This design comes from an exercise in tuning for small area on the open sky130 flow, not from production work.
In this exercise RTL edits were held to simulation tests only and were not proved equivalent to the original.
Power and IR drop assume default switching activity.

Setup of run A:
Design synth_top, start of the top module:
module synth_top #(
    parameter int clks_per_bit = 8,
    parameter int sample_div   = 64
) (
    input  logic                            clk,
    input  logic                            rst_n,
    input  logic                            di,
    input  logic [3:0]                      channel,
    output logic [synth_pkg::sample_w-1:0]   sample,
    output logic                            sample_valid,
    input  logic                            sample_ready,
    output logic [synth_pkg::num_voices-1:0] voice_active
);
Size in the first run: roughly 230 flip-flops, ~21 I/O pins, ~8500 um2 of cells after synthesis.
==> flow/config.mk <==
export PLATFORM = sky130hd
export DESIGN_NAME = synth_top
export DESIGN_NICKNAME = synth_top
export VERILOG_FILES = /design/flow/design.v
export SDC_FILE = /design/flow/constraint.sdc
export NUM_CORES = 4
export LEC_CHECK = 0
export ABC_AREA = 1
export CAP_MARGIN = 20
export CORE_MARGIN = 2
export CORE_UTILIZATION = 60
export SLEW_MARGIN = 20
==> flow/constraint.sdc <==
create_clock -name core_clock -period 10.0 [get_ports {clk}]
set_input_delay 2.0000 -clock core_clock [delete_from_list [all_inputs] [get_ports {clk}]]
set_output_delay 2.0000 -clock core_clock [all_outputs]
set_load 0.01 [all_outputs]
standard.sh (not shown) runs the stock make flow with config.mk's settings and CLKGATE_MAP_FILE= SYNTH_SCRIPT=/design/flow/synth_recipe.tcl, a recipe that flattens the netlist after the stock synthesis.
==> flow/flow/run.sh <==
#!/bin/bash
set -euo pipefail
cd "$(dirname "$0")/.."
bash standard.sh \
  "CTS_ARGS=-sink_clustering_enable -repair_clock_nets -dont_use_dummy_load -sink_clustering_size 30 -sink_clustering_max_diameter 50 -buf_list sky130_fd_sc_hd__clkbuf_16" \
  "BUFFER_PORTS_ARGS=-buffer_cell sky130_fd_sc_hd__buf_1" \
  finish > flow.log 2>&1
Run A finished every stage and its layout cleared the timing, design-rule and antenna checks.
The inputs of run B differ from those of run A as listed below.
==> flow/flow/run.sh <==
#!/bin/bash
set -euo pipefail
cd "$(dirname "$0")/.."
bash standard.sh \
  "CTS_ARGS=-sink_clustering_enable -repair_clock_nets -dont_use_dummy_load -sink_clustering_size 16 -sink_clustering_max_diameter 40 -buf_list {sky130_fd_sc_hd__clkbuf_4 sky130_fd_sc_hd__clkbuf_8}" \
  "BUFFER_PORTS_ARGS=-buffer_cell sky130_fd_sc_hd__buf_1" \
  finish > flow.log 2>&1
--- outcome ---
Compared run A against run B; wire length of the first global-routing pass within noise. Per the comparison of run B with run A, final worst slack increased 85 ps, area after synthesis saw little to no change. Clock latency reported for the late side of the worst-skew pair in run B is 50 ps higher than in run A. The area growth from synthesis to final layout reported for run B is smaller than that of run A by 1.2 points. Run B vs run A — area of all placed cells without fillers dropped slightly.
[inputs] run C vs run B
Settings: CTS_CLUSTER_SIZE newly set to 20; CTS_CLUSTER_DIAMETER newly set to 50; CTS_BUF_LIST newly set to sky130_fd_sc_hd__clkbuf_8.
==> flow/run.sh (new file) <==
#!/bin/bash
# synth_recipe.tcl (not shown) runs the flow's synth.tcl, then flattens the netlist and writes it again
# the make line also repeats each setting of config.mk as NAME=value (left out here)
make -C /OpenROAD-flow-scripts/flow DESIGN_CONFIG=/design/flow/config.mk WORK_HOME=/design/flow/orfs CLKGATE_MAP_FILE= SYNTH_SCRIPT=/design/flow/synth_recipe.tcl finish
removed: flow/flow/run.sh
removed: flow/standard.sh
- Run C: fraction of final layout cells with drive strength greater than 1 0.19 points above run B
- Between run C and run B, it is run C whose number of clock buffer instances in the layout is lower, by 9.
- For the clock skew, run C came in 15 ps lower than run B did.
- Across both runs, total power was higher for run C than for run B.
What run D does differently from run C at the input level:
Settings: clearing CTS_CLUSTER_DIAMETER, which used to be 50; clearing CTS_BUF_LIST, which used to be sky130_fd_sc_hd__clkbuf_8; clearing CTS_CLUSTER_SIZE, which used to be 20.
==> flow/flow/run.sh (new file) <==
#!/bin/bash
set -euo pipefail
cd "$(dirname "$0")/.."
bash standard.sh \
  "CTS_ARGS=-sink_clustering_enable -repair_clock_nets -dont_use_dummy_load -sink_clustering_size 12 -sink_clustering_max_diameter 30 -buf_list sky130_fd_sc_hd__clkbuf_4" \
  "BUFFER_PORTS_ARGS=-buffer_cell sky130_fd_sc_hd__buf_1" \
  finish > flow.log 2>&1
==> flow/standard.sh (new file) <==
#!/bin/bash
# synth_recipe.tcl (not shown) runs the flow's synth.tcl, then flattens the netlist and writes it again
# the make line also repeats each setting of config.mk as NAME=value (left out here)
make -C /OpenROAD-flow-scripts/flow DESIGN_CONFIG=/design/flow/config.mk WORK_HOME=/design/flow/orfs CLKGATE_MAP_FILE= SYNTH_SCRIPT=/design/flow/synth_recipe.tcl "${@:-finish}"
removed: flow/run.sh
Going from run C to run D, the routed wire length was found to have gone up by about 0.5%.
Run C → run D: clock skew increased by 45 ps relative to the old numbers; end-of-flow core utilization decreased by 1.7 points relative to the old numbers.
Number of antenna violations at the first check in global routing on run D is up relative to run C.
Run C has higher total design power than run D.
For count of input and output buffers, run C and run D come out practically identical.
Run D ends up with lower cell area than run C does.
Comparing clock power for run C and run D, the smaller number came from run D.
Looking at layout overhead on the synthesized area, run D sits 2.8 points below run C.
The run with more setup slack is run D; run C has less.
Adder and majority cell fraction of the synthesized area: run D vs run C, no meaningful difference
For run E, these inputs were changed with respect to run D:
==> flow/flow/run.sh <==
#!/bin/bash
set -euo pipefail
cd "$(dirname "$0")/.."
bash standard.sh \
  "CTS_ARGS=-sink_clustering_enable -repair_clock_nets -dont_use_dummy_load -sink_clustering_size 20 -sink_clustering_max_diameter 50 -buf_list sky130_fd_sc_hd__clkbuf_8" \
  "BUFFER_PORTS_ARGS=-buffer_cell sky130_fd_sc_hd__buf_1" \
  finish > flow.log 2>&1
==> comparison <==
- Relative to run D, ratio of final minimum period to clock period increased by 0.54 points in run E.
- Delay contributed by the slowest stage of the critical path of run D is on par with run E.
- Total track usage ends up lower on run E.
- [run E] worst hold slack rose 19 ps relative to run D

## separate check: timing with driven ports
How much do the figures lean on ideal ports? The routed layouts below were timed once more, with nothing changed but the port constraints. Step 1 sets driving cells, clkbuf_16 on the clock port and buf_2 on the other inputs (assumed; they add their load-dependent delay and slew). Step 2 also shifts input and output timing later by t, the mid clock arrival at the registers, as if the neighbouring blocks saw the same clock. Three values: ideal, step 1, step 2; two values: the first two.
run | t (ns) | setup slack, ns | clock arrival spread, ns | cell pins on the clock port's net
run A | 0.515 | 4.806 / 4.806 / 4.806 | 0.062 / 0.062 | 1
run B | 0.562 | 4.891 / 4.891 / 4.891 | 0.043 / 0.043 | 1
run C | 0.551 | 4.838 / 4.838 / 4.838 | 0.027 / 0.026 | 1
run D | 0.622 | 4.869 / 4.869 / 4.869 | 0.072 / 0.072 | 1
run E | 0.536 | 4.815 / 4.815 / 4.815 | 0.050 / 0.050 | 1
After both steps setup and hold are still met in every run listed.
